Context: an optimization exercise on an open-source flow, tuned for small area, a short achievable clock period and few clock cycles per item. The choices shown serve that exercise and are no tape-out recipe.
RTL that was checked went through simulation tests only; none was proved equivalent to the original.
The RTL of runs 1 to 3 was laid out without a check of its function.
Power and IR drop assume default switching activity.

==> flow/design.v <==
package ole_pkg;
    localparam int CAPACITY   = 16;
    localparam int DATA_WIDTH = 32;
    localparam int IDX_W      = (CAPACITY > 1) ? $clog2(CAPACITY) : 1;
    localparam int CNT_W      = $clog2(CAPACITY + 1);
    localparam int KIND_W     = 3;
    localparam int KEY_W      = 32;
    localparam int VALUE_W    = 32;
    localparam int INDEX_W    = 4;
    localparam int STATUS_W   = 2;
    localparam int POSITION_W = 4;
    localparam int RDATA_W    = 32;
    localparam int COUNT_W    = 5;
    localparam int CMP_W      = INDEX_W + CNT_W;
    typedef enum logic [KIND_W-1:0] {
        KIND_APPEND  = 3'd0,
        KIND_PREPEND = 3'd1,
        KIND_FIND    = 3'd2,
        KIND_DELETE  = 3'd3,
        KIND_INSERT  = 3'd4,
        KIND_READ    = 3'd5,
        KIND_WRITE   = 3'd6
    } kind_t;
    typedef enum logic [STATUS_W-1:0] {
        ST_OK    = 2'd0,
        ST_MISS  = 2'd1,
        ST_FULL  = 2'd2,
        ST_RANGE = 2'd3
    } status_t;
    typedef enum logic [1:0] {
        CELL_HOLD       = 2'd0,
        CELL_LOAD       = 2'd1,
        CELL_TAKE_LOWER = 2'd2,
        CELL_TAKE_UPPER = 2'd3
    } cell_op_t;
    typedef enum logic [1:0] {
        MODE_HOLD  = 2'd0,
        MODE_LOAD  = 2'd1,
        MODE_OPEN  = 2'd2,
        MODE_CLOSE = 2'd3
    } chain_mode_t;
    typedef struct packed {
        chain_mode_t            mode;
        logic [IDX_W-1:0]       pos;
    } chain_cmd_t;
    typedef struct packed {
        logic                   hit;
        logic [IDX_W-1:0]       hit_pos;
    } match_info_t;
endpackage
import ole_pkg::*;
module ole_cell (
    input  logic                            clk,
    input  logic                            we,
    input  logic [ole_pkg::DATA_WIDTH-1:0]  value,
    input  logic [ole_pkg::DATA_WIDTH-1:0]  key,
    output logic [ole_pkg::DATA_WIDTH-1:0]  entry,
    output logic                            match
);
    logic [DATA_WIDTH-1:0] entry_reg;
    always_ff @(posedge clk)
    begin
        if (we)
            entry_reg <= value;
    end
    assign match = (entry_reg == key);
    assign entry = entry_reg;
endmodule
import ole_pkg::*;
module ole_chain (
    input  logic                            clk,
    input  logic                            rst_n,
    input  logic                            open,
    input  logic                            close,
    input  logic [CAPACITY-1:0]             ge,
    input  logic [CAPACITY-1:0]             sel,
    input  logic [IDX_W-1:0]                sel_slot,  
    output logic [CAPACITY*IDX_W-1:0]       slots
);
    logic [IDX_W-1:0] pos_slot [CAPACITY];
    logic [IDX_W-1:0] pos_next [CAPACITY];
    always_comb
    begin
        for (int p = 0; p < CAPACITY; p++)
        begin
            pos_next[p] = pos_slot[p];
            if (open && sel[p])
                pos_next[p] = pos_slot[CAPACITY-1];
            else if (open && ge[p] && p > 0)
                pos_next[p] = pos_slot[(p > 0) ? p-1 : 0];
            else if (close && ge[p] && p < CAPACITY - 1)
                pos_next[p] = pos_slot[(p < CAPACITY-1) ? p+1 : p];
            else if (close && ge[p])
                pos_next[p] = sel_slot;
        end
    end
    always_ff @(posedge clk or negedge rst_n)
    begin
        if (!rst_n)
        begin
            for (int p = 0; p < CAPACITY; p++)
                pos_slot[p] <= IDX_W'(p);
        end
        else
        begin
            for (int p = 0; p < CAPACITY; p++)
                pos_slot[p] <= pos_next[p];
        end
    end
    always_comb
    begin
        for (int p = 0; p < CAPACITY; p++)
            slots[p*IDX_W +: IDX_W] = pos_slot[p];
    end
endmodule
import ole_pkg::*;
module ordered_list_engine_top (
    input  logic                            clk,
    input  logic                            rst_n,
    input  logic                            start,
    output logic                            busy,
    input  logic [ole_pkg::KIND_W-1:0]      kind,
    input  logic [ole_pkg::KEY_W-1:0]       key,
    input  logic [ole_pkg::VALUE_W-1:0]     value,
    input  logic [ole_pkg::INDEX_W-1:0]     index,
    output logic                            done,
    output logic [ole_pkg::STATUS_W-1:0]    status,
    output logic [ole_pkg::POSITION_W-1:0]  position,
    output logic [ole_pkg::RDATA_W-1:0]     read_data,
    output logic [ole_pkg::COUNT_W-1:0]     count
);
    logic                   v0;
    logic [KIND_W-1:0]      kind0;
    logic [DATA_WIDTH-1:0]  value0;
    logic [IDX_W-1:0]       idx0;
    logic [CAPACITY-1:0]    m0;         
    logic                   eqv0;       
    logic                   v1;
    logic [KIND_W-1:0]      kind1;
    logic [DATA_WIDTH-1:0]  value1;
    logic [IDX_W-1:0]       idx1;
    logic [CAPACITY-1:0]    pm1;        
    logic                   v2;
    ole_pkg::status_t       status2;
    logic [IDX_W-1:0]       pos2;
    logic                   rd2;
    logic [IDX_W-1:0]       rslot2;
    logic                   done3;
    ole_pkg::status_t       status3;
    logic [IDX_W-1:0]       pos3;
    logic [RDATA_W-1:0]     rdata3;
    logic [CNT_W-1:0]       count3;
    logic [CNT_W-1:0]       cnt_reg;
    logic [CNT_W-1:0]       cnt_next;
    logic [CAPACITY*IDX_W-1:0] slots;
    logic [DATA_WIDTH-1:0]  entry_q [CAPACITY];
    logic [CAPACITY-1:0]    match;
    logic [CAPACITY-1:0]    we;
    assign busy = 1'b0;
    logic                   full;
    logic                   idx_ok;
    logic [IDX_W-1:0]       top_slot;
    logic [IDX_W-1:0]       idx_slot;
    logic [IDX_W-1:0]       hit_slot;
    logic [CAPACITY-1:0]    live;
    logic [CAPACITY-1:0]    hp;
    logic [CAPACITY-1:0]    hge;
    logic [CAPACITY-1:0]    first;
    logic                   hit;
    logic [IDX_W-1:0]       hit_pos;
    logic [CAPACITY-1:0]    idx_hot;
    logic                   k_app, k_pre, k_find, k_del, k_ins, k_read, k_write;
    logic                   do_add;
    logic                   do_write;
    logic                   open;
    logic                   close;
    logic [CAPACITY-1:0]    ge;
    logic [CAPACITY-1:0]    sel;
    logic [CAPACITY-1:0]    wpos;
    ole_pkg::status_t       status_next;
    logic [IDX_W-1:0]       pos_next;
    logic                   rd_next;
    assign k_app   = v1 && kind1 == KIND_APPEND;
    assign k_pre   = v1 && kind1 == KIND_PREPEND;
    assign k_find  = v1 && kind1 == KIND_FIND;
    assign k_del   = v1 && kind1 == KIND_DELETE;
    assign k_ins   = v1 && kind1 == KIND_INSERT;
    assign k_read  = v1 && kind1 == KIND_READ;
    assign k_write = v1 && kind1 == KIND_WRITE;
    assign full     = cnt_reg[CNT_W-1];
    assign idx_ok   = CNT_W'(idx1) < cnt_reg;
    assign top_slot = slots[(CAPACITY-1)*IDX_W +: IDX_W];
    assign idx_slot = slots[idx1*IDX_W +: IDX_W];
    always_comb
    begin
        for (int p = 0; p < CAPACITY; p++)
        begin
            live[p]    = CNT_W'(p) < cnt_reg;
            idx_hot[p] = idx1 == IDX_W'(p);
            hp[p]      = live[p] && pm1[p];
        end
    end
    always_comb
    begin
        for (int p = 0; p < CAPACITY; p++)
            hge[p] = |(hp & CAPACITY'((32'd2 << p) - 32'd1));
        first[0] = hge[0];
        for (int p = 1; p < CAPACITY; p++)
            first[p] = hge[p] && !hge[p-1];
        hit = hge[CAPACITY-1];
    end
    always_comb
    begin
        hit_pos  = '0;
        hit_slot = '0;
        for (int p = 0; p < CAPACITY; p++)
        begin
            hit_pos  = hit_pos  | (first[p] ? IDX_W'(p) : '0);
            hit_slot = hit_slot | (first[p] ? slots[p*IDX_W +: IDX_W] : '0);
        end
    end
    assign do_add   = !full && (k_app || k_pre || (k_ins && hit));
    assign do_write = k_write && idx_ok;
    assign open     = do_add;
    assign close    = k_del && hit;
    always_comb
    begin
        if (k_app)
            ge = ~live;
        else if (k_pre)
            ge = '1;
        else
            ge = hge;
        sel[0] = ge[0];
        for (int p = 1; p < CAPACITY; p++)
            sel[p] = ge[p] && !ge[p-1];
        wpos = open ? sel : (do_write ? idx_hot : '0);
    end
    always_comb
    begin
        for (int s = 0; s < CAPACITY; s++)
            we[s] = (!full && (k_app || k_pre || k_ins) && top_slot == IDX_W'(s)) ||
                    (do_write && idx_slot == IDX_W'(s));
    end
    ole_chain u_chain (
        .clk      (clk),
        .rst_n    (rst_n),
        .open     (open),
        .close    (close),
        .ge       (ge),
        .sel      (sel),
        .sel_slot (hit_slot),
        .slots    (slots)
    );
    genvar gs;
    generate
        for (gs = 0; gs < CAPACITY; gs++)
        begin : g_slot
            ole_cell u_cell (
                .clk   (clk),
                .we    (we[gs]),
                .value (value1),
                .key   (key),
                .entry (entry_q[gs]),
                .match (match[gs])
            );
        end
    endgenerate
    always_comb
    begin
        cnt_next    = cnt_reg;
        status_next = ST_OK;
        pos_next    = '0;
        rd_next     = 1'b0;
        case (kind1)
            KIND_APPEND:
                if (full)
                    status_next = ST_FULL;
                else
                begin
                    pos_next = IDX_W'(cnt_reg);
                    cnt_next = cnt_reg + CNT_W'(1);
                end
            KIND_PREPEND:
                if (full)
                    status_next = ST_FULL;
                else
                    cnt_next = cnt_reg + CNT_W'(1);
            KIND_FIND:
                if (!hit)
                    status_next = ST_MISS;
                else
                begin
                    pos_next = hit_pos;
                    rd_next  = 1'b1;
                end
            KIND_DELETE:
                if (!hit)
                    status_next = ST_MISS;
                else
                begin
                    pos_next = hit_pos;
                    cnt_next = cnt_reg - CNT_W'(1);
                end
            KIND_INSERT:
                if (!hit)
                    status_next = ST_MISS;
                else if (full)
                    status_next = ST_FULL;
                else
                begin
                    pos_next = hit_pos;
                    cnt_next = cnt_reg + CNT_W'(1);
                end
            KIND_READ:
                if (!idx_ok)
                    status_next = ST_RANGE;
                else
                begin
                    pos_next = idx1;
                    rd_next  = 1'b1;
                end
            KIND_WRITE:
                if (!idx_ok)
                    status_next = ST_RANGE;
                else
                    pos_next = idx1;
            default:
                status_next = ST_OK;
        endcase
        if (!v1)
            cnt_next = cnt_reg;
    end
    logic [CAPACITY-1:0]    pma;
    logic [CAPACITY-1:0]    pm_next;
    always_comb
    begin
        for (int p = 0; p < CAPACITY; p++)
            pma[p] = m0[slots[p*IDX_W +: IDX_W]];
        for (int p = 0; p < CAPACITY; p++)
        begin
            pm_next[p] = pma[p];
            if (wpos[p])
                pm_next[p] = eqv0;
            else if (open && ge[p] && p > 0)
                pm_next[p] = pma[(p > 0) ? p-1 : 0];
            else if (close && ge[p] && p < CAPACITY - 1)
                pm_next[p] = pma[(p < CAPACITY-1) ? p+1 : p];
            else if (close && ge[p])
                pm_next[p] = 1'b0;
        end
    end
    always_ff @(posedge clk)
    begin
        kind0  <= kind;
        value0 <= value;
        idx0   <= IDX_W'(index);
        eqv0   <= (value0 == key);
        for (int s = 0; s < CAPACITY; s++)
            m0[s] <= we[s] ? (value1 == key) : match[s];
        kind1  <= kind0;
        value1 <= value0;
        idx1   <= idx0;
        pm1    <= pm_next;
        status2 <= status_next;
        pos2    <= pos_next;
        rd2     <= rd_next;
        rslot2  <= k_find ? hit_slot : idx_slot;
        status3 <= status2;
        pos3    <= pos2;
        count3  <= cnt_reg;
        rdata3  <= rd2 ? entry_q[rslot2] : '0;
    end
    always_ff @(posedge clk or negedge rst_n)
    begin
        if (!rst_n)
        begin
            v0      <= 1'b0;
            v1      <= 1'b0;
            v2      <= 1'b0;
            done3   <= 1'b0;
            cnt_reg <= '0;
        end
        else
        begin
            v0      <= start;
            v1      <= v0;
            v2      <= v1;
            done3   <= v2;
            cnt_reg <= cnt_next;
        end
    end
    assign done      = done3;
    assign status    = status3;
    assign position  = POSITION_W'(pos3);
    assign read_data = rdata3;
    assign count     = COUNT_W'(count3);
endmodule
==> flow/run.sh <==
#!/bin/bash
# synth_recipe.tcl (not shown) runs the flow's synth.tcl, then flattens the netlist and writes it again
# the make line also repeats each setting of config.mk as NAME=value (left out here)
make -C /OpenROAD-flow-scripts/flow DESIGN_CONFIG=/design/flow/config.mk WORK_HOME=/design/flow/orfs CLKGATE_MAP_FILE= SYNTH_SCRIPT=/design/flow/synth_recipe.tcl finish
==> flow/config.mk <==
export PLATFORM = sky130hd
export DESIGN_NAME = ordered_list_engine_top
export DESIGN_NICKNAME = ordered_list_engine_top
export VERILOG_FILES = /design/flow/design.v
export SDC_FILE = /design/flow/constraint.sdc
export NUM_CORES = 4
export LEC_CHECK = 0
export CAP_MARGIN = 20
export CORE_MARGIN = 2
export CORE_UTILIZATION = 30
export SLEW_MARGIN = 20
==> flow/constraint.sdc <==
create_clock -name core_clock -period 7.0 [get_ports {clk}]
set_input_delay 1.4000 -clock core_clock [delete_from_list [all_inputs] [get_ports {clk}]]
set_output_delay 1.4000 -clock core_clock [all_outputs]
set_load 0.01 [all_outputs]
==> flow_metrics.py, run 1 <==
metrics = {
    "outcome": {
        "outcome": "no timing/DRC/antenna violations",
    },
    "sta": {
        "min_period_ps": 4160,
        "slew_headroom_pct": 24.3,
        "drv_slew": 0,
        "setup_ws_ps": 2840,
        "fmax_mhz": 240,
        "period_share_pct": 59.4,
        "skew_ps": 54.1,
        "setup_tns_ps": 0,
        "rsz0062_at_grt": "false",
        "tightest_slew_ps": 1120,
        "finalSetupViolations": 0,
        "finalHoldViolations": 0,
    },
    "placement": {
        "portBuffers": 117,
        "gp_congestion": 1.05,
        "dpl_cell_area_sq_um": 41000,
        "place_ws_ps": 2530,
        "hpwl_microns": 115000,
        "dp_cells": 4627,
    },
    "detailed_routing": {
        "wl_met2_microns": 71100,
        "vias": 29600,
        "drtIter0Drc": 5728,
        "drt_wl_total_microns": 167000,
        "vias_per_cell": 6.18,
        "highest_layer": "met5",
        "route.layer.met1.wl_microns": 63600,
        "drc": 0,
        "postRouteAntennaNets": 0,
        "wl_per_cell_microns": 34.9,
        "dr.pass1.iters": 6,
        "wl_met3_microns": 20500,
    },
    "cells_and_area": {
        "fill_cells": 12300,
        "final_nets": 3140,
        "largest_register_ffs": 512,
        "stdcell_area_sq_um": 43800,
        "multiInputGateArea_sq_um": 16500,
        "final_common_cell": "xnor2_1",
        "final_cell_mix": "xnor2_1 (549), edfxtp_1 (512), nand4_1 (185)",
        "stdcell_count": 4780,
        "syn_to_final_growth_pct": 15.5,
        "drive_gt1_share_pct": 14.8,
        "register_area_sq_um": 20500,
    },
    "die": {
        "die_x_microns": 359,
        "io_pins": 119,
        "num_rows": 130,
        "core_area_sq_um": 125000,
        "initial_core_util_pct": 30.2,
        "fp.dieH_microns": 359,
        "die-area_sq_um": 129000,
    },
    "clock_network": {
        "clock-sinks": 750,
        "cts_hold_buf": 0,
        "cts_htree_levels": 3,
        "cts_buffer_depth": 3,
        "numCtsBuffers": 81,
        "clock_latency_ps": 690,
        "tritoncts": "done",
        "cts-root-buf": "clkbuf_16",
        "post-cts-setup-buffers": 0,
        "cts_resized": 0,
        "clk_transition_reported_paths_ps": 60,
    },
    "grt": {
        "grt_use_total_pct": 25.0,
        "grt_start_max_net_pins": 74,
        "antenna_found_initial": 7,
        "first_global_vias": 27900,
        "grt_first_pass_wirelength_microns": 229000,
        "overflow": 0,
    },
    "critical_path": {
        "critPathLaunch": "cnt_reg[2]$_DFFE_PN0P_",
        "crit_arrival_ps": 4730,
        "path_class": "flop to flop",
        "cp_data_required_time_ps": 7570,
        "rr_startpoint": "cnt_reg[2]$_DFFE_PN0P_",
        "path_max_fanout": 25,
        "cp-end-kind": "flop",
        "critPathLaunchType": "flop",
    },
    "logic_synthesis": {
        "synth_mux_area_share_pct": 7.91,
        "synthDistinctLibCells": 94,
        "syn_inst": 3024,
        "synth-warning-count": 6,
        "synth_compound_area_share_pct": 13.1,
        "ys.flop_type": "edfxtp_1",
        "synth_xor_area_share_pct": 13.4,
        "syn_nets": 3104,
        "synth_area_per_cell_sq_um": 12.5,
        "synth-simple-area-share_pct": 8.20,
        "async_flop_share_pct": 9.73,
        "synth_top_family_by_area": "XOR/XNOR gates",
        "ys_seq_area_share_pct": 54.2,
        "netlist_area_sq_um": 37900,
        "synth_edf_count": 512,
        "synth_fa_ha_area_share_pct": 0.198,
        "ys_seq_elements": 750,
    },
    "pwr": {
        "ir_worst_vdd_mv": 0.221,
        "p_per_area_nw_per_um2": 278,
        "p_leak_nw": 13.4,
    },
    "worst_hold_path": {
        "hold_class": "flop to flop",
        "hold_start": "status2[1]$_DFF_P_",
    },
    "run": {
        "maxCapViolCount": 0,
    },
}
-- routing by layer --
layer	track usage, %	up-vias
met5	0	-
met3	5.66	461
met1	33.8	14800
met4	13.9	4
met2	37.1	2505
li1	-	11800
-- worst paths after layout --
kind	to	slack (ps)	cells past startpoint
max in group asynchronous	u_chain.pos_slot[12][0]$_DFFE_PN0P_	5700	1
setup reg to reg	u_chain.pos_slot[15][0]$_DFFE_PN1P_	2840	7
hold reg to reg	status3[1]$_DFF_P_	320	0
min in group asynchronous	cnt_reg[4]$_DFFE_PN0P_	770	1
hold / removal	status3[1]$_DFF_P_	320	0
setup / recovery	u_chain.pos_slot[15][0]$_DFFE_PN1P_	2840	7
-- per-stage QoR --
stage	utilization [%]	hold slack [ps]	power, mW
after global placement	32.7	312	7.66
final	34.9	325	12.2
after detailed placement	32.7	312	7.66
after global routing	34.9	334	12.5
after CTS	34.9	326	12.1
after floorplan	-	310	6.64
-- critical path, cell delays in order, from the launching register on --
cell and delay (ps):
dfrtp_1 900, o21ai_1 290, a211oi_2 620, nor2_1 370, and4_1 450, o21ai_2 660, o21ai_0 390, o31ai_1 340
-- synth_stat cells (8+ instances only) --
cell type    n  area, sq um
o21ai_0     66          330
a32o_1       8         80.1
o31ai_1      8         60.1
inv_1       29          109
o211ai_1    15          113
nand3_1     38          190
o22a_1      23          201
mux2i_1     51          510
a21o_1       9         67.6
a21oi_1     83          415
nand4_1    185         1160
and2_1      11         68.8
mux2_2      29          327
nor3_1      30          150
a2bb2oi_1   15          131
a221oi_1    36          315
xor2_1      32          280
nand2b_1    12         75.1
a22oi_1    173         1300
o221a_2     31          349
xnor2_1    549         4810
dfrtp_1     41         1030
a211oi_1    10         75.1
nand2_1     93          349
a22o_1      34          298
dfstp_2     32          841
dfxtp_1    165         3300
clkbuf_1   184          691
nor2_1     100          375
and3_1      10         62.6
edfxtp_1   512        15400
buf_1       28          105
buf_2       21          105
a31oi_1     29          181
a32oi_1     15          131
and4_1      13          114
o22ai_1     22          138
nor4_1      48          300
mux4_2      96         2160
-- layout make-up --
cell class                 instances  area share, %
tap                             1650           4.72
timing repair buffer             196           4.03
sequential                       750           46.9
antenna                            4         0.0229
clock inverter                    35          0.878
multi-input combinational       2001           37.7
inverter                          30          0.257
clock buffer                     114           5.44
-- cells by family after synthesis --
group | after synthesis
AOI/OAI and AO/OA | 662
xor gates and xnor gates | 581
adders and majority gates | 6
buffers and inverters | 273
DFF | 750
muxes | 176
other | 1
and+or+nand+nor | 575
-- power breakdown --
part,internal [mW],total [mW],switching [mW]
sequential,4.98,5.50,0.516
clock,2.59,4.53,1.94
combinational,0.801,2.16,1.36
==> inputs of run 2 (changes only) <==
--- a/flow/config.mk
+++ b/flow/config.mk
@@ -8,4 +8,5 @@
 export CAP_MARGIN = 20
 export CORE_MARGIN = 2
 export CORE_UTILIZATION = 30
+export SETUP_SLACK_MARGIN = 4.0
 export SLEW_MARGIN = 20
==> run 2 against run 1 <==
Fmax grew 27%; count of clock-buffer cells in the layout grew 12; combinational power rose by 21%; clock skew is 13 ps lower; global-route usage grew 1.1 points; hold slack worse by 22 ps; design area increased by 7.3%; cell count up 3.2%; setup slack improved by 880 ps.
==> flow_metrics.py, run 2 <==
metrics = {
    "placement": {
        "hpwl_microns": 115000,
        "dpl_cell_area_sq_um": 41000,
        "dp_cells": 4625,
        "gp_congestion": 1.07,
        "portBuffers": 117,
    },
    "pwr": {
        "intPower_mw": 8.62,
        "combPwrFrac_pct": 20.8,
        "p_leak_nw": 14.9,
        "netSwitchingFraction_pct": 31.5,
        "ir_worst_vdd_mv": 0.195,
        "power_frac_clock_pct": 35.9,
        "p_per_area_nw_per_um2": 268,
        "p_sw_mw": 3.96,
        "p_seq_share_pct": 43.2,
    },
    "detailed_routing": {
        "wl_per_cell_microns": 37.3,
        "postRouteAntennaNets": 0,
        "drc": 0,
        "drt_wl_total_microns": 184000,
        "vias_per_cell": 6.39,
        "drtIter0Drc": 5649,
        "dr.pass1.iters": 8,
        "vias": 31500,
    },
    "cells_and_area": {
        "final_cell_mix": "xnor2_1 (531), edfxtp_1 (512), nand4_1 (185)",
        "final_util_pct": 37.4,
        "drive_gt1_share_pct": 21.7,
        "stdcell_area_sq_um": 47000,
        "largest_register_ffs": 512,
        "fill_cells": 11900,
        "final_common_cell": "xnor2_1",
        "stdcell_count": 4932,
        "syn_to_final_growth_pct": 23.9,
        "final_nets": 3291,
    },
    "grt": {
        "grt_use_total_pct": 26.2,
        "grt_first_pass_wirelength_microns": 238000,
        "first_global_vias": 28200,
        "grt.met3_usage_pct": 9.05,
        "met2_usage_pct": 38.6,
        "grt_start_max_net_pins": 74,
        "antenna_found_initial": 7,
        "overflow": 0,
        "grt.met1_usage_pct": 33.3,
        "busiest_layer": "met2",
    },
    "critical_path": {
        "critPathLaunchType": "flop",
        "crit_arrival_ps": 3600,
        "path_class": "flop to flop",
        "cp_data_required_time_ps": 7320,
        "path_max_fanout": 5,
        "cp-end-kind": "flop",
    },
    "die": {
        "io_pins": 119,
        "die_x_microns": 359,
        "num_rows": 130,
        "core_area_sq_um": 125000,
        "die-area_sq_um": 129000,
        "fp.dieH_microns": 359,
        "initial_core_util_pct": 30.2,
    },
    "sta": {
        "finalHoldViolations": 0,
        "tightest_slew_ps": 1280,
        "finalSetupViolations": 0,
        "skew_ps": 40.9,
        "min_period_ps": 3280,
        "rsz0062_at_grt": "true",
        "fmax_mhz": 305,
        "slew_headroom_pct": 14.4,
        "setup_tns_ps": 0,
        "drv_slew": 0,
        "period_share_pct": 46.8,
    },
    "logic_synthesis": {
        "synthDistinctLibCells": 94,
        "syn_nets": 3104,
        "synth_top_area_share_pct": 40.6,
        "synth_edf_count": 512,
        "syn_inst": 3024,
        "ys_seq_area_share_pct": 54.2,
        "synth_commonest_cells": "xnor2_1 (549), edfxtp_1 (512), nand4_1 (185)",
        "yosysMostFrequentCell": "xnor2_1",
        "synth_area_per_cell_sq_um": 12.5,
        "ys.flop_type": "edfxtp_1",
        "ys_seq_elements": 750,
        "async_flop_share_pct": 9.73,
        "synth-warning-count": 6,
        "netlist_area_sq_um": 37900,
        "synth_area_leaders": "edfxtp_1 (41%), xnor2_1 (13%), dfxtp_1 (8.7%)",
        "yosysTopAreaCell": "edfxtp_1",
    },
    "clock_network": {
        "cts_buffer_depth": 3,
        "tritoncts": "done",
        "clk_transition_reported_paths_ps": 60,
        "cts_hold_buf": 0,
        "cts_htree_levels": 3,
        "clock-sinks": 750,
        "cts-root-buf": "clkbuf_16",
        "numCtsBuffers": 81,
        "clock_latency_ps": 700,
    },
    "outcome": {
        "outcome": "no timing/DRC/antenna violations",
    },
    "worst_hold_path": {
        "hold_class": "flop to flop",
    },
    "run": {
        "maxCapViolCount": 0,
    },
}
-- run 2: cell counts after synthesis --
No cell type changed its count.
-- run 2: final timing paths --
| kind | from | to | slack, ps | cells past startpoint |
|---|---|---|---|---|
| worst min-delay path | idx0[3]$_DFF_P_ | idx1[3]$_DFF_P_ | 300 | 0 |
| min in group asynchronous | rst_n | cnt_reg[4]$_DFFE_PN0P_ | 780 | 1 |
| worst min register to register | idx0[3]$_DFF_P_ | idx1[3]$_DFF_P_ | 300 | 0 |
| worst max-delay path | idx1[0]$_DFF_P_ | g_slot[3].u_cell.entry_reg[26]$_DFFE_PP_ | 3720 | 9 |
| max in group asynchronous | rst_n | cnt_reg[1]$_DFFE_PN0P_ | 5650 | 1 |
| worst max register to register | idx1[0]$_DFF_P_ | g_slot[3].u_cell.entry_reg[26]$_DFFE_PP_ | 3720 | 9 |
-- run 2: timing repair --
action                                  4_1_cts  5_1_grt
endpoints found under the setup margin      633      505
cloned                                        5       29
resized for setup                           141      157
setup buffers                                66       53
pin swaps                                    20       27
-- run 2: through the flow --
stage	setup slack, ps	total power, mW	hold WS, ps
floorplan	3970	6.68	309
global placement	2460	7.65	312
detailed placement	2480	7.64	312
CTS	3860	12.2	297
global route	3820	12.8	315
finish	3720	12.6	303
-- run 2: area by class of cell --
| type | instances | area, sq um | area share (%) |
|---|---|---|---|
| Sequential cell | 750 | 20600 | 43.8 |
| Multi-Input combinational cell | 2005 | 17300 | 36.9 |
| Timing Repair Buffer | 343 | 4100 | 8.74 |
| Clock buffer | 126 | 2460 | 5.25 |
| Tap cell | 1650 | 2060 | 4.40 |
| Clock inverter | 23 | 309 | 0.658 |
| Inverter | 30 | 113 | 0.240 |
| Antenna cell | 5 | 12.5 | 0.0266 |
-- run 2: cell families (layout without fill, tap and decap cells) --
group	after synthesis	after routing	share of synthesized area, %
other	1	6	0.00990
DFF	750	750	54.2
muxes	176	176	7.91
adders and majority gates	6	6	0.198
AOI/OAI and AO/OA	662	666	13.1
buffers and inverters	273	522	2.90
xor gates and xnor gates	581	581	13.4
and+or+nand+nor	575	575	8.20
-- run 2: power by group through the flow --
stage / clock [mW] / combinational (mW) / sequential (mW)
after floorplan: 0 / 1.46 / 5.21
after global placement: 0 / 2.12 / 5.53
after detailed placement: 0 / 2.11 / 5.53
after CTS: 4.53 / 2.28 / 5.44
after global routing: 4.72 / 2.66 / 5.46
final: 4.52 / 2.62 / 5.44
-- run 2: worst max-delay path, cell delays in order, from the launching register on --
cell and delay, ps:
dfxtp_4 390, buf_12 120, clkbuf_16 140, buf_6 90, mux4_2 520, mux4_2 620
buf_12 200, nor2_4 130, buf_12 140, a32o_2 540
-- run 2: layer usage --
layer | routed length (microns) | vias to the layer above
met4 | 15600 | 8
met3 | 28000 | 793
met2 | 76500 | 3005
met5 | 65 | -
li1 | - | 12100
met1 | 63500 | 15600
==> inputs of run 3 (changes only) <==
--- a/flow/config.mk
+++ b/flow/config.mk
@@ -5,6 +5,7 @@
 export SDC_FILE = /design/flow/constraint.sdc
 export NUM_CORES = 4
 export LEC_CHECK = 0
+export ABC_CLOCK_PERIOD_IN_PS = 3000
 export CAP_MARGIN = 20
 export CORE_MARGIN = 2
 export CORE_UTILIZATION = 30
==> run 3 against run 2 <==
Critical path depth is the same; hold slack did not move; sequential power about the same; design area stayed put; clock skew stayed put; synthesized area did not move; largest cell class unchanged; still clean; clock power about the same; count of clock-buffer cells in the layout stayed put.
==> flow_metrics.py, run 3 <==
metrics = {
    "clock_network": {
        "cts_buffer_depth": 3,
        "clk_transition_reported_paths_ps": 60,
        "tritoncts": "done",
        "cts-root-buf": "clkbuf_16",
        "cts_htree_levels": 3,
        "numCtsBuffers": 81,
        "clock_latency_ps": 700,
        "cts_hold_buf": 0,
        "clock-sinks": 750,
    },
    "sta": {
        "slew_headroom_pct": 14.4,
        "drv_slew": 0,
        "min_period_ps": 3280,
        "fmax_mhz": 305,
        "tightest_slew_ps": 1280,
        "period_share_pct": 46.8,
        "skew_ps": 40.9,
        "rsz0062_at_grt": "true",
        "finalHoldViolations": 0,
        "fin_hold_ws_ps": 303,
        "setup_tns_ps": 0,
        "finalSetupViolations": 0,
    },
    "critical_path": {
        "crit_arrival_ps": 3600,
        "rr_startpoint": "idx1[0]$_DFF_P_",
        "path_cells": "buf_12 > clkbuf_16 > buf_6 > mux4_2 > mux4_2 > buf_12 > nor2_4 > buf_12 > a32o_2",
        "crit_path_top_delay_cell": "mux4_2",
        "cp-end-kind": "flop",
        "crit_top_cell": "buf_12",
        "r2r-end": "g_slot[3].u_cell.entry_reg[26]$_DFFE_PP_",
        "path_max_fanout": 5,
        "reg2reg_depth": 9,
        "path_class": "flop to flop",
        "slowest_delay_ps": 620,
        "critPathLaunchType": "flop",
        "reg2reg_slack_ps": 3720,
        "cp_data_required_time_ps": 7320,
    },
    "detailed_routing": {
        "drtIter0Drc": 5649,
        "wl_per_cell_microns": 37.3,
        "vias": 31500,
        "drc": 0,
        "dr.pass1.iters": 8,
        "drt_wl_total_microns": 184000,
        "postRouteAntennaNets": 0,
        "vias_per_cell": 6.39,
    },
    "placement": {
        "portBuffers": 117,
        "hpwl_microns": 115000,
        "gp_congestion": 1.07,
    },
    "cells_and_area": {
        "drive_gt1_share_pct": 21.7,
        "final_cell_mix": "xnor2_1 (531), edfxtp_1 (512), nand4_1 (185)",
        "final_common_cell": "xnor2_1",
        "syn_to_final_growth_pct": 23.9,
        "final_nets": 3291,
        "largest_register_ffs": 512,
    },
    "logic_synthesis": {
        "yosysMostFrequentCell": "xnor2_1",
        "ys_seq_elements": 750,
        "synthDistinctLibCells": 94,
        "ys_seq_area_share_pct": 54.2,
        "synth-warning-count": 6,
        "ys.flop_type": "edfxtp_1",
        "netlist_area_sq_um": 37900,
        "syn_inst": 3024,
        "synth_commonest_cells": "xnor2_1 (549), edfxtp_1 (512), nand4_1 (185)",
        "yosysTopAreaCell": "edfxtp_1",
        "async_flop_share_pct": 9.73,
        "synth_top_area_share_pct": 40.6,
        "syn_nets": 3104,
        "synth_edf_count": 512,
        "synth_area_leaders": "edfxtp_1 (41%), xnor2_1 (13%), dfxtp_1 (8.7%)",
        "synth_area_per_cell_sq_um": 12.5,
    },
    "die": {
        "core_area_sq_um": 125000,
        "num_rows": 130,
        "io_pins": 119,
        "die_x_microns": 359,
        "initial_core_util_pct": 30.2,
        "fp.dieH_microns": 359,
        "die-area_sq_um": 129000,
    },
    "outcome": {
        "outcome": "no timing/DRC/antenna violations",
    },
    "grt": {
        "antenna_found_initial": 7,
        "first_global_vias": 28200,
        "overflow": 0,
        "grt_start_max_net_pins": 74,
        "grt_use_total_pct": 26.2,
        "grt_first_pass_wirelength_microns": 238000,
    },
    "run": {
        "maxCapViolCount": 0,
    },
    "pwr": {
        "p_leak_nw": 14.9,
        "p_per_area_nw_per_um2": 268,
        "ir_worst_vdd_mv": 0.195,
    },
    "worst_hold_path": {
        "hold_start": "idx0[3]$_DFF_P_",
        "holdPathEnd": "idx1[3]$_DFF_P_",
        "hold_class": "flop to flop",
        "whs_path_depth": 0,
    },
}
-- run 3: cell counts after synthesis --
No cell type changed its count.
-- run 3: cell families after synthesis --
group           after synthesis  synth area share [%]
fa+ha+maj                     6                 0.198
simple gates                575                  8.20
compound gates              662                  13.1
xor+xnor                    581                  13.4
other cells                   1               0.00990
mux                         176                  7.91
buf+inv                     273                  2.90
flops                       750                  54.2
-- run 3: worst max path at each step --
| stage | cells after the start | endpoint | slack (ps) | startpoint |
|---|---|---|---|---|
| 2_1_floorplan | 9 | g_slot[7].u_cell.entry_reg[0]$_DFFE_PP_ | 3970 | cnt_reg[2]$_DFFE_PN0P_ |
| 3_3_place_gp | 6 | eqv0$_DFF_P_ | 2460 | key[30] |
| 3_5_place_dp | 6 | eqv0$_DFF_P_ | 2480 | key[30] |
| 4_1_cts | 8 | g_slot[3].u_cell.entry_reg[22]$_DFFE_PP_ | 3860 | idx1[0]$_DFF_P_ |
| 5_1_grt | 9 | g_slot[3].u_cell.entry_reg[26]$_DFFE_PP_ | 3820 | idx1[0]$_DFF_P_ |
| 6_report | 9 | g_slot[3].u_cell.entry_reg[26]$_DFFE_PP_ | 3720 | idx1[0]$_DFF_P_ |
-- run 3: through the flow --
step	instances	worst slack, ps	power (mW)	util, %	cell area (sq um)
final	4932	3720	12.6	37.4	47000
after global routing	4928	3820	12.8	37.4	46900
after CTS	4845	3860	12.2	36.0	45200
after detailed placement	4625	2480	7.64	32.7	41000
after global placement	4625	2460	7.65	32.7	41000
after floorplan	3024	3970	6.68	-	38100
-- run 3: metal layers --
layer	vias to the layer above	routed length (microns)	global-route usage, %
met5	-	65	0
met4	8	15600	14.7
met3	793	28000	9.05
met2	3005	76500	38.6
met1	15600	63500	33.3
li1	12100	-	-
-- run 3: layout make-up --
| class | count | area, sq um |
|---|---|---|
| tap | 1650 | 2060 |
| sequential | 750 | 20600 |
| timing repair buffer | 343 | 4100 |
| clock inverter | 23 | 309 |
| antenna | 5 | 12.5 |
| multi-input combinational | 2005 | 17300 |
| inverter | 30 | 113 |
| clock buffer | 126 | 2460 |
| fill | 11900 | 78400 |
-- run 3: power by group --
part | switching [mW] | internal [mW] | total (mW)
clock network | 1.90 | 2.62 | 4.52
logic | 1.61 | 1.01 | 2.62
registers | 0.452 | 4.99 | 5.44
-- run 3: repair_timing --
action                                  CTS  global route
endpoints found under the setup margin  633           505
cloned                                    5            29
endpoints found under the hold margin     0             0
gates resized for setup                 141           157
pin swaps                                20            27
buffers inserted                         66            53
-- run 3: critical path, delay by kind of cell, from the launching register on --
| kind | cells | cell delay [ps] |
|---|---|---|
| multiplexers | 2 | 1140 |
| AND/OR/NAND/NOR | 1 | 130 |
| AO/OA/AOI/OAI | 1 | 540 |
| buffers and inverters | 5 | 690 |
| flip-flops | 1 | 390 |
==> inputs of run 4 (changes only) <==
--- a/flow/design.v
+++ b/flow/design.v
@@ -150,8 +150,9 @@
     logic [IDX_W-1:0]       pos3;
     logic [RDATA_W-1:0]     rdata3;
     logic [CNT_W-1:0]       count3;
-    logic [CNT_W-1:0]       cnt_reg;
-    logic [CNT_W-1:0]       cnt_next;
+    logic [CAPACITY-1:0]    live;       
+    logic [CAPACITY-1:0]    live_next;
+    logic [CNT_W-1:0]       cnt;
     logic [CAPACITY*IDX_W-1:0] slots;
     logic [DATA_WIDTH-1:0]  entry_q [CAPACITY];
     logic [CAPACITY-1:0]    match;
@@ -162,7 +163,9 @@
     logic [IDX_W-1:0]       top_slot;
     logic [IDX_W-1:0]       idx_slot;
     logic [IDX_W-1:0]       hit_slot;
-    logic [CAPACITY-1:0]    live;
+    logic [CAPACITY-1:0]    cnt_hot;
+    logic                   inc;
+    logic                   dec;
     logic [CAPACITY-1:0]    hp;
     logic [CAPACITY-1:0]    hge;
     logic [CAPACITY-1:0]    first;
@@ -187,15 +190,15 @@
     assign k_ins   = v1 && kind1 == KIND_INSERT;
     assign k_read  = v1 && kind1 == KIND_READ;
     assign k_write = v1 && kind1 == KIND_WRITE;
-    assign full     = cnt_reg[CNT_W-1];
-    assign idx_ok   = CNT_W'(idx1) < cnt_reg;
+    assign full     = live[CAPACITY-1];
+    assign idx_ok   = live[idx1];
     assign top_slot = slots[(CAPACITY-1)*IDX_W +: IDX_W];
     assign idx_slot = slots[idx1*IDX_W +: IDX_W];
     always_comb
     begin
         for (int p = 0; p < CAPACITY; p++)
         begin
-            live[p]    = CNT_W'(p) < cnt_reg;
+            cnt_hot[p] = !live[p] && (p == 0 || live[(p > 0) ? p-1 : 0]);
             idx_hot[p] = idx1 == IDX_W'(p);
             hp[p]      = live[p] && pm1[p];
         end
@@ -268,7 +271,16 @@
     endgenerate
     always_comb
     begin
-        cnt_next    = cnt_reg;
+        cnt = '0;
+        for (int p = 0; p < CAPACITY; p++)
+            cnt = cnt | (cnt_hot[p] ? CNT_W'(p) : '0);
+        if (full)
+            cnt = CNT_W'(CAPACITY);
+    end
+    always_comb
+    begin
+        inc         = 1'b0;
+        dec         = 1'b0;
         status_next = ST_OK;
         pos_next    = '0;
         rd_next     = 1'b0;
@@ -278,14 +290,14 @@
                     status_next = ST_FULL;
                 else
                 begin
-                    pos_next = IDX_W'(cnt_reg);
-                    cnt_next = cnt_reg + CNT_W'(1);
+                    pos_next = IDX_W'(cnt);
+                    inc      = 1'b1;
                 end
             KIND_PREPEND:
                 if (full)
                     status_next = ST_FULL;
                 else
-                    cnt_next = cnt_reg + CNT_W'(1);
+                    inc      = 1'b1;
             KIND_FIND:
                 if (!hit)
                     status_next = ST_MISS;
@@ -300,7 +312,7 @@
                 else
                 begin
                     pos_next = hit_pos;
-                    cnt_next = cnt_reg - CNT_W'(1);
+                    dec      = 1'b1;
                 end
             KIND_INSERT:
                 if (!hit)
@@ -310,7 +322,7 @@
                 else
                 begin
                     pos_next = hit_pos;
-                    cnt_next = cnt_reg + CNT_W'(1);
+                    inc      = 1'b1;
                 end
             KIND_READ:
                 if (!idx_ok)
@@ -329,7 +341,15 @@
                 status_next = ST_OK;
         endcase
         if (!v1)
-            cnt_next = cnt_reg;
+        begin
+            inc = 1'b0;
+            dec = 1'b0;
+        end
+        live_next = live;
+        if (inc)
+            live_next = {live[CAPACITY-2:0], 1'b1};
+        else if (dec)
+            live_next = {1'b0, live[CAPACITY-1:1]};
     end
     logic [CAPACITY-1:0]    pma;
     logic [CAPACITY-1:0]    pm_next;
@@ -368,7 +388,7 @@
         rslot2  <= k_find ? hit_slot : idx_slot;
         status3 <= status2;
         pos3    <= pos2;
-        count3  <= cnt_reg;
+        count3  <= cnt;
         rdata3  <= rd2 ? entry_q[rslot2] : '0;
     end
     always_ff @(posedge clk or negedge rst_n)
@@ -379,7 +399,7 @@
             v1      <= 1'b0;
             v2      <= 1'b0;
             done3   <= 1'b0;
-            cnt_reg <= '0;
+            live    <= '0;
         end
         else
         begin
@@ -387,7 +407,7 @@
             v1      <= v0;
             v2      <= v1;
             done3   <= v2;
-            cnt_reg <= cnt_next;
+            live    <= live_next;
         end
     end
     assign done      = done3;
==> flow/config.mk (replaced) <==
export PLATFORM = sky130hd
export DESIGN_NAME = ordered_list_engine_top
export DESIGN_NICKNAME = ordered_list_engine_top
export VERILOG_FILES = /design/flow/design.v
export SDC_FILE = /design/flow/constraint.sdc
export NUM_CORES = 4
export LEC_CHECK = 0
export CAP_MARGIN = 20
export CORE_MARGIN = 2
export CORE_UTILIZATION = 55
export SETUP_SLACK_MARGIN = 4.5
export SLEW_MARGIN = 20
==> run 4 against run 3 <==
The flow now stops in 5_1_grt; synthesized cell count is 0.50% higher; synthesized area is 0.50% higher.
==> flow_metrics.py, run 4 <==
metrics = {
    "outcome": {
        "outcome": "did not finish",
        "lastStage": "5_1_grt",
        "error": "[ERROR GRT-0232] Routing congestion too high. Check the congestion heatmap in the GUI.",
    },
    "clock_network": {
        "clock-sinks": 761,
        "cts-root-buf": "clkbuf_16",
        "cts_htree_levels": 3,
        "cts_hold_buf": 0,
        "cts_buffer_depth": 3,
        "numCtsBuffers": 82,
    },
    "placement": {
        "gp_congestion": 1.07,
        "portBuffers": 117,
        "hpwl_microns": 119000,
    },
    "logic_synthesis": {
        "syn_nets": 3113,
        "ys_seq_elements": 761,
        "ys.flop_type": "edfxtp_1",
        "synth_top_area_share_pct": 40.4,
        "synth_area_per_cell_sq_um": 12.5,
        "synth_edf_count": 512,
        "synth-warning-count": 6,
        "synthDistinctLibCells": 75,
        "ys_seq_area_share_pct": 54.7,
        "synth_area_leaders": "edfxtp_1 (40%), xnor2_1 (13%), dfxtp_1 (8.7%)",
        "yosysTopAreaCell": "edfxtp_1",
        "synth_commonest_cells": "xnor2_1 (544), edfxtp_1 (512), clkbuf_1 (213)",
        "async_flop_share_pct": 11.0,
        "yosysMostFrequentCell": "xnor2_1",
        "netlist_area_sq_um": 38100,
        "syn_inst": 3039,
    },
    "grt": {
        "grt_start_max_net_pins": 56,
        "overflow": 17,
        "grt_use_total_pct": 67.8,
    },
    "die": {
        "initial_core_util_pct": 55.5,
        "fp.dieH_microns": 267,
        "num_rows": 96,
        "die_x_microns": 267,
        "io_pins": 119,
    },
    "sta": {
        "crit_endpoint": "m0[1]$_DFF_P_/D",
        "worst_endpoint_kind": "sequential cell input",
    },
}
run 4: changes by cell type after synthesis, sizes merged, moves of 17 or more:
cell	delta
a22o	+33
a21oi	-17
a2bb2oi	+22
nand2	+32
o221a	-24
a221oi	+29
nand4	-18
o22ai	+19
a22oi	-37
mux2i	-25
a31oi	+22
clkbuf	+30
run 4: routing by layer:
layer | GRT overflow | global-route usage, %
met1 | 0 | 70.1
met4 | 6 | 64.3
met5 | 0 | 16.9
met2 | 11 | 85.8
met3 | 0 | 49.5
run 4: what timing repair did:
action                     CTS
pin swaps                  169
setup endpoints to repair  701
hold endpoints to repair     0
setup buffers              261
cloned                      56
gates resized for setup    896
run 4: worst max path at each step:
stage / cells past startpoint / from / to
detailed placement: 6 / key[22] / m0[15]$_DFF_P_
CTS: 8 / idx1[0]$_DFF_P_ / g_slot[0].u_cell.entry_reg[29]$_DFFE_PN_
global placement: 6 / key[13] / m0[7]$_DFF_P_
floorplan: 7 / idx1[0]$_DFF_P_ / g_slot[0].u_cell.entry_reg[0]$_DFFE_PN_
run 4: cell families after synthesis:
logic type	after synthesis	share of synthesized area, %
flops	761	54.7
simple gates	593	8.36
other cells	1	0.00985
xor+xnor	577	13.3
mux	167	7.72
buf+inv	279	2.96
compound gates	661	13.0
run 4: power groups by stage:
stage	clock, mW	combinational [mW]	sequential (mW)
after CTS	4.69	3.57	5.97
after detailed placement	0	2.78	6.06
after global placement	0	2.75	6.04
after floorplan	0	1.96	5.52
run 4: per-stage QoR:
step	util, %	instance area [sq um]	power, mW	cells	setup slack, ps
2_1_floorplan	-	38600	7.49	3039	4210
3_3_place_gp	58.9	40400	8.78	3917	2220
3_5_place_dp	58.9	40400	8.83	3919	2060
4_1_cts	73.5	50400	14.2	4389	4250
Testbench counts of run 4, summed over its fixed seeds: cycles 16,032, items 16,000.
==> inputs of run 5 (changes only) <==
--- a/flow/config.mk
+++ b/flow/config.mk
@@ -8,5 +8,5 @@
 export CAP_MARGIN = 20
 export CORE_MARGIN = 2
 export CORE_UTILIZATION = 55
-export SETUP_SLACK_MARGIN = 4.5
+export SETUP_SLACK_MARGIN = 4.0
 export SLEW_MARGIN = 20
==> run 5 against run 4 <==
The run now finishes clean; synthesized cell count is the same; synthesized area is the same.
==> flow_metrics.py, run 5 <==
metrics = {
    "outcome": {
        "outcome": "no timing/DRC/antenna violations",
    },
    "critical_path": {
        "reg2reg_depth": 10,
        "r2r-end": "rslot2[0]$_DFF_P_",
        "rr_startpoint": "live[4]$_DFFE_PN0P_",
        "path_max_fanout": 18,
        "path_class": "primary input to flop",
        "reg2reg_slack_ps": 3910,
        "slowest_delay_ps": 910,
        "cp_data_required_time_ps": 7590,
        "cp-end-kind": "flop",
        "path_cells": "clkdlybuf4s50_1 > buf_12 > xnor2_1 > nand4_1 > nor4_1 > nand2_1 > mux2i_1",
        "crit_path_top_delay_cell": "xnor2_1",
        "critPathLaunchType": "primary input",
        "crit_arrival_ps": 3930,
    },
    "placement": {
        "gp_congestion": 1.09,
        "portBuffers": 117,
        "hpwl_microns": 115000,
    },
    "sta": {
        "skew_ps": 24.0,
        "slew_headroom_pct": 22.3,
        "fmax_mhz": 300,
        "finalSetupViolations": 0,
        "drv_slew": 0,
        "finalHoldViolations": 0,
        "min_period_ps": 3330,
        "tightest_slew_ps": 1160,
        "rsz0062_at_grt": "true",
        "period_share_pct": 47.6,
        "fin_hold_ws_ps": 318,
        "setup_tns_ps": 0,
    },
    "cells_and_area": {
        "fill_cells": 5002,
        "syn_to_final_growth_pct": 17.3,
        "final_common_cell": "edfxtp_1",
        "drive_gt1_share_pct": 18.5,
        "largest_register_ffs": 512,
        "final_nets": 3192,
        "final_cell_mix": "edfxtp_1 (512), xnor2_1 (501), nand4_1 (167)",
    },
    "logic_synthesis": {
        "syn_inst": 3039,
        "synth-warning-count": 6,
        "async_flop_share_pct": 11.0,
        "synthDistinctLibCells": 75,
        "ys_seq_elements": 761,
        "yosysTopAreaCell": "edfxtp_1",
        "netlist_area_sq_um": 38100,
        "ys_seq_area_share_pct": 54.7,
        "synth_area_per_cell_sq_um": 12.5,
        "synth_commonest_cells": "xnor2_1 (544), edfxtp_1 (512), clkbuf_1 (213)",
        "synth_top_area_share_pct": 40.4,
        "syn_nets": 3113,
        "yosysMostFrequentCell": "xnor2_1",
        "synth_edf_count": 512,
        "synth_area_leaders": "edfxtp_1 (40%), xnor2_1 (13%), dfxtp_1 (8.7%)",
        "ys.flop_type": "edfxtp_1",
    },
    "worst_hold_path": {
        "hold_start": "kind0[1]$_DFF_P_",
        "hold_class": "flop to flop",
        "whs_path_depth": 0,
        "holdPathEnd": "kind1[1]$_DFF_P_",
    },
    "detailed_routing": {
        "vias": 31000,
        "drc": 0,
        "drtIter0Drc": 5438,
        "postRouteAntennaNets": 0,
        "drt_wl_total_microns": 172000,
        "dr.pass1.iters": 13,
        "wl_per_cell_microns": 41.7,
        "vias_per_cell": 7.51,
    },
    "pwr": {
        "ir_worst_vdd_mv": 0.305,
        "p_per_area_nw_per_um2": 305,
        "p_total_mw": 13.6,
        "p_leak_nw": 14.2,
    },
    "grt": {
        "grt_use_total_pct": 47.8,
        "overflow": 0,
        "grt_start_max_net_pins": 57,
        "antenna_found_initial": 12,
        "grt_first_pass_wirelength_microns": 235000,
        "first_global_vias": 29100,
    },
    "clock_network": {
        "clock_latency_ps": 670,
        "cts_hold_buf": 0,
        "clock-sinks": 761,
        "cts_htree_levels": 3,
        "cts_buffer_depth": 3,
        "numCtsBuffers": 82,
        "tritoncts": "done",
        "cts-root-buf": "clkbuf_16",
        "clk_transition_reported_paths_ps": 60,
    },
    "die": {
        "io_pins": 119,
        "die_x_microns": 267,
        "initial_core_util_pct": 55.5,
        "fp.dieH_microns": 267,
        "core_area_sq_um": 68600,
        "die-area_sq_um": 71400,
        "num_rows": 96,
    },
    "run": {
        "maxCapViolCount": 0,
    },
}
-- run 5: cell counts after synthesis --
No cell type changed its count.
-- run 5: metal layers --
layer	up-vias	global-route usage [%]	share of wire, %
met5	-	0	0.027
met4	8	38.9	11
met3	828	12.9	13
met2	3065	72.6	44
met1	15100	57.4	32
li1	11900	-	-
-- run 5: cell type report --
| type | count | area [sq um] | area share (%) |
|---|---|---|---|
| clock buffer | 117 | 2360 | 5.28 |
| multi-input combinational | 2001 | 17200 | 38.5 |
| inverter | 20 | 75.1 | 0.168 |
| tap | 931 | 1160 | 2.61 |
| clock inverter | 37 | 483 | 1.08 |
| timing repair buffer | 252 | 2530 | 5.67 |
| sequential | 761 | 20800 | 46.7 |
| antenna | 3 | 7.51 | 0.0168 |
-- run 5: cells by family after synthesis --
family                    after synthesis  share of synthesized area (%)
and+or+nand+nor                       593                           8.36
DFF                                   761                           54.7
buffers and inverters                 279                           2.96
other                                   1                        0.00985
muxes                                 167                           7.72
AOI/OAI and AO/OA                     661                           13.0
xor gates and xnor gates              577                           13.3
-- run 5: how the worst max path moves through the flow --
stage                              from                                       to  slack (ps)  cells after the start
floorplan               idx1[1]$_DFF_P_  g_slot[0].u_cell.entry_reg[0]$_DFFE_PN_        3750                      7
global placement                key[27]                           m0[11]$_DFF_P_        2500                      6
detailed placement  live[8]$_DFFE_PN0P_       u_chain.pos_slot[2][2]$_DFFE_PN0P_        2700                      7
CTS                             key[15]                            m0[4]$_DFF_P_        4000                      7
global route                    key[18]                            m0[4]$_DFF_P_        3670                      7
finish                          key[18]                            m0[4]$_DFF_P_        3670                      7
-- run 5: critical path: cells and delay by family --
| kind | cells | cell delay [ps] |
|---|---|---|
| xor+xnor | 1 | 910 |
| simple gates | 3 | 850 |
| buf+inv | 2 | 630 |
| mux | 1 | 120 |
-- run 5: power breakdown --
part	switching [mW]	total, mW	internal, mW
Sequential	0.824	6.06	5.23
Clock	1.93	4.60	2.67
Combinational	1.83	2.98	1.15
Total	4.59	13.6	9.05
-- run 5: repair_timing --
action                                  in CTS  in global routing
pin swaps                                   15                 16
endpoints found under the setup margin     634                511
gates resized for setup                    100                 80
setup buffers                               28                 12
gates cloned                                 2                  2
endpoints found under the hold margin        0                  0
-- run 5: per-stage QoR --
| stage | cells | worst slack [ps] | utilization (%) | instance area, sq um |
|---|---|---|---|---|
| finish | 4122 | 3670 | 65.1 | 44700 |
| detailed placement | 3919 | 2700 | 58.9 | 40400 |
| CTS | 4103 | 4000 | 64.2 | 44000 |
| global placement | 3916 | 2500 | 58.8 | 40300 |
| floorplan | 3039 | 3750 | - | 38200 |
| global route | 4119 | 3670 | 65.1 | 44600 |
==> inputs of run 6 (changes only) <==
==> flow/flow/run.sh (new file) <==
#!/bin/bash
# The standard layout, with the port buffers that buffer_ports inserts made
# plain buffers (buf_4) instead of the delay cell it picks by default.
set -euo pipefail
export BUFFER_PORTS_ARGS="-buffer_cell sky130_fd_sc_hd__buf_4"
bash standard.sh > standard.log 2>&1
==> flow/standard.sh (new file) <==
#!/bin/bash
# synth_recipe.tcl (not shown) runs the flow's synth.tcl, then flattens the netlist and writes it again
# the make line also repeats each setting of config.mk as NAME=value (left out here)
make -C /OpenROAD-flow-scripts/flow DESIGN_CONFIG=/design/flow/config.mk WORK_HOME=/design/flow/orfs CLKGATE_MAP_FILE= SYNTH_SCRIPT=/design/flow/synth_recipe.tcl "${@:-finish}"
removed: flow/run.sh
==> run 6 against run 5 <==
Still clean on timing, DRC and antenna; first-iteration DRC count rose by 4.2%; total power fell by 1.8%; combinational power fell by 5%; sequential share of layout area rose by 1.5 points; setup slack improved by 210 ps; non-clock buffer count fell by 50; largest cell class unchanged.
==> flow_metrics.py, run 6 <==
metrics = {
    "pwr": {
        "p_per_area_nw_per_um2": 309,
        "ir_worst_vdd_mv": 0.275,
        "p_leak_nw": 13.7,
    },
    "critical_path": {
        "critPathLaunchType": "primary input",
        "cp-end-kind": "flop",
        "rr_startpoint": "u_chain.pos_slot[3][2]$_DFFE_PN0P_",
        "cp_data_required_time_ps": 7580,
        "reg2reg_slack_ps": 3960,
        "crit_path_top_delay_cell": "nor4_1",
        "path_cells": "buf_4 > xnor2_1 > nand4_1 > nor4_1 > nand2_1 > mux2i_1",
        "slowest_delay_ps": 930,
        "crit_arrival_ps": 3700,
        "reg2reg_depth": 6,
        "worstSetupEndpoint": "m0[14]$_DFF_P_",
        "path_max_fanout": 18,
        "path_class": "primary input to flop",
        "critPathLaunch": "key[27]",
        "r2r-end": "g_slot[2].u_cell.entry_reg[1]$_DFFE_PP_",
    },
    "logic_synthesis": {
        "synth_xor_area_share_pct": 13.3,
        "syn_inst": 3039,
        "synth_compound_area_share_pct": 13.0,
        "syn_nets": 3113,
        "synth_top_family_by_area": "XOR/XNOR gates",
        "ys_seq_area_share_pct": 54.7,
        "synth_commonest_cells": "xnor2_1 (544), edfxtp_1 (512), clkbuf_1 (213)",
        "synth_fa_ha_area_share_pct": 0,
        "ys.flop_type": "edfxtp_1",
        "synth_mux_area_share_pct": 7.72,
        "netlist_area_sq_um": 38100,
        "synth_area_per_cell_sq_um": 12.5,
        "synth_edf_count": 512,
        "synth-simple-area-share_pct": 8.36,
        "synth_area_leaders": "edfxtp_1 (40%), xnor2_1 (13%), dfxtp_1 (8.7%)",
        "ys_seq_elements": 761,
        "async_flop_share_pct": 11.0,
        "yosysMostFrequentCell": "xnor2_1",
        "synthDistinctLibCells": 75,
        "synth_top_area_share_pct": 40.4,
        "synth-warning-count": 6,
        "yosysTopAreaCell": "edfxtp_1",
    },
    "die": {
        "num_rows": 96,
        "io_pins": 119,
        "initial_core_util_pct": 55.5,
        "fp.dieH_microns": 267,
        "core_area_sq_um": 68600,
        "die_x_microns": 267,
        "die-area_sq_um": 71400,
    },
    "cells_and_area": {
        "largest_register_ffs": 512,
        "stdcell_count": 4071,
        "final_nets": 3141,
        "final_common_cell": "xnor2_1",
        "final_cell_mix": "xnor2_1 (536), edfxtp_1 (512), buf_4 (179)",
        "syn_to_final_growth_pct": 13.6,
        "drive_gt1_share_pct": 19.1,
        "fill_cells": 5237,
    },
    "detailed_routing": {
        "dr.pass1.iters": 9,
        "drtIter0Drc": 5669,
        "drc": 0,
        "vias": 30400,
        "postRouteAntennaNets": 0,
        "drt_wl_total_microns": 167000,
        "vias_per_cell": 7.48,
        "wl_per_cell_microns": 41.0,
    },
    "clock_network": {
        "numCtsBuffers": 82,
        "clock_latency_ps": 680,
        "clk_transition_reported_paths_ps": 60,
        "cts-root-buf": "clkbuf_16",
        "clock-sinks": 761,
        "cts_htree_levels": 3,
        "cts_buffer_depth": 3,
        "tritoncts": "done",
    },
    "placement": {
        "gp_congestion": 1.07,
        "portBuffers": 117,
        "dp_cells": 3884,
        "hpwl_microns": 111000,
    },
    "outcome": {
        "outcome": "no timing/DRC/antenna violations",
    },
    "sta": {
        "tightest_slew_ps": 1200,
        "min_period_ps": 3120,
        "setup_tns_ps": 0,
        "fmax_mhz": 320,
        "slew_headroom_pct": 19.5,
        "finalSetupViolations": 0,
        "skew_ps": 48.8,
        "rsz0062_at_grt": "true",
        "period_share_pct": 44.6,
        "drv_slew": 0,
        "finalHoldViolations": 0,
    },
    "grt": {
        "grt_use_total_pct": 46.8,
        "overflow": 0,
        "grt_start_max_net_pins": 68,
        "grt_first_pass_wirelength_microns": 230000,
        "first_global_vias": 28800,
        "antenna_found_initial": 4,
    },
    "run": {
        "maxCapViolCount": 0,
    },
    "worst_hold_path": {
        "hold_class": "flop to flop",
    },
}
## run 6: what timing repair did
action                     CTS  global route
setup endpoints to repair  634           550
resized for setup           58            29
pin swaps                   10             7
hold buffers                 0             0
buffers inserted            13            14
cloned                       0             2
## run 6: final cells by class
class	instances	area (sq um)	share of cell area (%)
clock inverters	32	330	0.763
well taps	931	1160	2.69
multi-input cells	2000	16700	38.5
clock buffers	121	2470	5.70
diodes	4	10.0	0.0231
repair buffers	202	1710	3.95
inverters	20	75.1	0.174
flip-flops and latches	761	20800	48.2
## run 6: logic make-up after synthesis
logic type                Yosys count
and+or+nand+nor                   593
xor gates and xnor gates          577
buffers and inverters             279
AOI/OAI and AO/OA                 661
muxes                             167
other                               1
DFF                               761
## run 6: worst min-delay path by stage
| stage | from | to | cells after the start |
|---|---|---|---|
| floorplan | idx0[0]$_DFF_P_ | idx1[0]$_DFF_P_ | 0 |
| global placement | status2[1]$_DFF_P_ | status3[1]$_DFF_P_ | 0 |
| detailed placement | kind0[1]$_DFF_P_ | kind1[1]$_DFF_P_ | 0 |
| CTS | kind0[1]$_DFF_P_ | kind1[1]$_DFF_P_ | 0 |
| global route | kind0[1]$_DFF_P_ | kind1[1]$_DFF_P_ | 0 |
| finish | kind0[1]$_DFF_P_ | kind1[1]$_DFF_P_ | 0 |
## run 6: power by group
part           switching (mW)  total, mW  leakage (nW)  internal, mW
combinational            1.75       2.82          5.39          1.07
sequential              0.867       6.10          6.97          5.23
clock                    1.89       4.47          1.38          2.58
total                    4.51       13.4          13.7          8.88
## run 6: per-stage QoR
step                      worst slack, ps  cell area (sq um)  utilization, %  hold WS, ps  total power, mW
final                                3880              43300            63.1          313             13.4
after global routing                 3960              43300            63.1          314             13.6
after CTS                            3990              42900            62.6          312             13.2
after detailed placement             2960              39800            58.1          314             8.77
after global placement               3030              39800            58.0          311             8.74
after floorplan                      3750              38200               -          310             7.44
## run 6: critical path: cells and delay by family
family	cells	cell delay, ps
muxes	1	170
xor gates and xnor gates	1	550
and+or+nand+nor	3	1350
buffers and inverters	1	220
## run 6: routing by layer
metal / up-vias / track usage [%] / routed length, microns
li1: 11800 / - / -
met1: 14800 / 55.6 / 53000
met2: 2961 / 70.3 / 72900
met3: 814 / 14.0 / 22300
met4: 8 / 38.5 / 18500
met5: - / 0.347 / 62
==> inputs of run 7 (changes only) <==
--- a/flow/config.mk
+++ b/flow/config.mk
@@ -7,6 +7,6 @@
 export LEC_CHECK = 0
 export CAP_MARGIN = 20
 export CORE_MARGIN = 2
-export CORE_UTILIZATION = 55
-export SETUP_SLACK_MARGIN = 4.0
+export CORE_UTILIZATION = 45
+export SETUP_SLACK_MARGIN = 4.3
 export SLEW_MARGIN = 20
==> run 7 against run 6 <==
Cell count is 7.6% higher; synthesized cell count stayed put; non-clock buffer count is 93 higher; global-route usage is 6.9 points lower; largest power group unchanged; combinational power is 18% higher; critical endpoint is now m0[10]$_DFF_P_; design area is 6.0% higher; still clean; count of clock-buffer cells in the layout is 6 higher.
==> flow_metrics.py, run 7 <==
metrics = {
    "logic_synthesis": {
        "synth_top_area_share_pct": 40.4,
        "synth_commonest_cells": "xnor2_1 (544), edfxtp_1 (512), clkbuf_1 (213)",
        "ys_seq_area_share_pct": 54.7,
        "synth-warning-count": 6,
        "syn_nets": 3113,
        "netlist_area_sq_um": 38100,
        "syn_inst": 3039,
        "synthDistinctLibCells": 75,
        "yosysMostFrequentCell": "xnor2_1",
        "ys.flop_type": "edfxtp_1",
        "yosysTopAreaCell": "edfxtp_1",
        "ys_seq_elements": 761,
        "synth_edf_count": 512,
        "synth_area_per_cell_sq_um": 12.5,
        "async_flop_share_pct": 11.0,
        "synth_area_leaders": "edfxtp_1 (40%), xnor2_1 (13%), dfxtp_1 (8.7%)",
    },
    "sta": {
        "drv_slew": 0,
        "slew_headroom_pct": 30.9,
        "tightest_slew_ps": 1030,
        "skew_ps": 34.6,
        "finalSetupViolations": 0,
        "period_share_pct": 41.1,
        "fin_hold_ws_ps": 322,
        "min_period_ps": 2880,
        "fmax_mhz": 348,
        "rsz0062_at_grt": "true",
        "finalHoldViolations": 0,
        "setup_tns_ps": 0,
    },
    "critical_path": {
        "crit_path_top_delay_cell": "xnor2_1",
        "path_class": "primary input to flop",
        "reg2reg_depth": 9,
        "critPathLaunchType": "primary input",
        "cp-end-kind": "flop",
        "path_max_fanout": 18,
        "slowest_delay_ps": 650,
        "cp_data_required_time_ps": 7590,
        "path_cells": "buf_4 > xnor2_1 > nand4_1 > nor4_1 > nand2_1 > mux2i_1",
        "crit_arrival_ps": 3470,
    },
    "cells_and_area": {
        "stdcell_count": 4379,
        "final_common_cell": "xnor2_1",
        "final_util_pct": 54.8,
        "final_nets": 3241,
        "largest_register_ffs": 512,
        "fill_cells": 6925,
        "drive_gt1_share_pct": 24.2,
        "final_cell_mix": "xnor2_1 (518), edfxtp_1 (512), buf_4 (213)",
        "syn_to_final_growth_pct": 20.4,
    },
    "detailed_routing": {
        "vias": 31400,
        "drc": 0,
        "postRouteAntennaNets": 0,
        "drtIter0Drc": 5990,
        "vias_per_cell": 7.16,
        "wl_per_cell_microns": 41.3,
        "dr.pass1.iters": 6,
        "drt_wl_total_microns": 181000,
    },
    "clock_network": {
        "tritoncts": "done",
        "cts_hold_buf": 0,
        "clk_transition_reported_paths_ps": 60,
        "clock_latency_ps": 680,
        "cts_buffer_depth": 3,
        "clock-sinks": 761,
        "cts_htree_levels": 3,
        "cts-root-buf": "clkbuf_16",
        "numCtsBuffers": 86,
    },
    "pwr": {
        "p_seq_share_pct": 42.5,
        "power_frac_clock_pct": 34.2,
        "netSwitchingFraction_pct": 33.6,
        "combPwrFrac_pct": 23.3,
        "intPower_mw": 9.44,
        "p_leak_nw": 14.8,
        "p_sw_mw": 4.77,
        "ir_worst_vdd_mv": 0.228,
        "p_total_mw": 14.2,
        "p_per_area_nw_per_um2": 310,
    },
    "grt": {
        "grt_first_pass_wirelength_microns": 239000,
        "grt_start_max_net_pins": 85,
        "grt_use_total_pct": 39.9,
        "overflow": 0,
        "first_global_vias": 28600,
        "antenna_found_initial": 12,
    },
    "placement": {
        "gp_congestion": 1.05,
        "portBuffers": 117,
        "dp_cells": 4090,
        "hpwl_microns": 117000,
    },
    "worst_hold_path": {
        "whs_path_depth": 0,
        "hold_class": "flop to flop",
    },
    "die": {
        "io_pins": 119,
        "fp.dieH_microns": 295,
        "initial_core_util_pct": 45.5,
        "die-area_sq_um": 87000,
        "core_area_sq_um": 83700,
        "die_x_microns": 295,
        "num_rows": 106,
    },
    "outcome": {
        "outcome": "no timing/DRC/antenna violations",
    },
    "run": {
        "maxCapViolCount": 0,
    },
}
[run 7: changes by cell type in the layout (fill, tap and decap cells not counted), moves of 16 or more]
cell and delta:
dfrtp_2 +21, clkbuf_16 +20, buf_4 +34, xnor2_2 +16, dfrtp_1 -22, buf_12 +28, xnor2_1 -18
[run 7: final cells by class]
| type | instances | area, sq um | area share (%) |
|---|---|---|---|
| multi-input combinational | 2003 | 17200 | 37.5 |
| clock inverter | 33 | 399 | 0.870 |
| timing repair buffer | 295 | 3230 | 7.03 |
| inverter | 20 | 75.1 | 0.164 |
| sequential | 761 | 20900 | 45.5 |
| antenna | 6 | 15.0 | 0.0327 |
| tap | 1134 | 1420 | 3.09 |
| clock buffer | 127 | 2640 | 5.75 |
[run 7: path summary, 6_finish.rpt]
path / start / to / slack, ps
worst min-delay path: pos2[1]$_DFF_P_ / pos3[1]$_DFF_P_ / 320
min in group asynchronous: rst_n / u_chain.pos_slot[5][3]$_DFFE_PN0P_ / 800
max in group asynchronous: rst_n / live[3]$_DFFE_PN0P_ / 5540
worst max-delay path: key[10] / m0[10]$_DFF_P_ / 4120
worst max register to register: u_chain.pos_slot[10][0]$_DFFE_PN0P_ / g_slot[6].u_cell.entry_reg[20]$_DFFE_PP_ / 4220
worst min register to register: pos2[1]$_DFF_P_ / pos3[1]$_DFF_P_ / 320
[run 7: layer usage]
metal,GRT usage (%),vias up,wire length (microns),share of wire [%]
li1,-,12100,-,-
met3,12.2,569,29300,16
met4,20.2,8,12400,6.9
met2,56.0,3086,73100,40
met5,0,-,50,0.028
met1,55.5,15600,66000,36
[run 7: metrics by stage]
stage          instance area, sq um  worst slack [ps]
6_report                      45900              4120
5_1_grt                       45900              4170
4_1_cts                       44600              4220
3_5_place_dp                  40100              2760
3_3_place_gp                  40100              2880
2_1_floorplan                 38400              4210
[run 7: what timing repair did]
action / 4_1_cts / 5_1_grt
resized for setup: 150 / 92
pin swaps: 28 / 23
cloned: 10 / 19
setup endpoints to repair: 646 / 578
setup buffers: 56 / 37
[run 7: worst max-delay path, delay by kind of cell]
kind	cells	cell delay, ps
and+or+nand+nor	3	1000
muxes	1	150
buffers and inverters	1	230
xor gates and xnor gates	1	650
[run 7: cell families after synthesis]
logic type             Yosys count  share of synthesized area (%)
AND/OR/NAND/NOR                593                           8.36
multiplexers                   167                           7.72
other                            1                        0.00985
AO/OA/AOI/OAI                  661                           13.0
XOR/XNOR                       577                           13.3
flip-flops                     761                           54.7
buffers and inverters          279                           2.96
[run 7: power by group through the flow]
| stage | registers, mW | logic (mW) | clock network (mW) |
|---|---|---|---|
| global route | 6.05 | 3.35 | 5.05 |
| CTS | 6.02 | 2.94 | 4.87 |
| finish | 6.04 | 3.32 | 4.86 |
| detailed placement | 6.13 | 2.69 | 0 |
| floorplan | 5.52 | 1.95 | 0 |
| global placement | 6.12 | 2.67 | 0 |

-- re-timing with driven ports --
In the flow no input, the clock included, has a driving cell. The finished layouts below were timed again as built, in two steps.
Step 1, drivers: a clkbuf_16 drives clk and a buf_2 each remaining input, both assumed.
Step 2 times the ports against the registers' clock, not the clock port: input delays grow and output delays shrink by t, the midpoint of the rising clock arrivals with the driver on.
Slacks: no drivers / after step 1 / after step 2; pairs: no drivers / after step 1.
run | t (ns) | setup slack, ns | slew at the worst register clock pin (ns) | worst data-port slew with drivers (ns) | pins driven straight from the clock port
run 1 | 0.738 | 2.841 / 2.841 / 2.352 | 0.08 / 0.08 | 0.16 | 1
run 2 | 0.750 | 3.723 / 3.723 / 3.000 | 0.07 / 0.07 | 0.13 | 1
run 3 | 0.750 | 3.723 / 3.723 / 3.000 | 0.07 / 0.07 | 0.13 | 1
run 5 | 0.729 | 3.667 / 3.714 / 2.985 | 0.07 / 0.07 | 0.06 | 1
run 6 | 0.725 | 3.878 / 3.928 / 3.203 | 0.07 / 0.07 | 0.12 | 1
run 7 | 0.736 | 4.123 / 4.166 / 3.431 | 0.07 / 0.07 | 0.11 | 1
After both steps setup and hold are still met in every run listed.
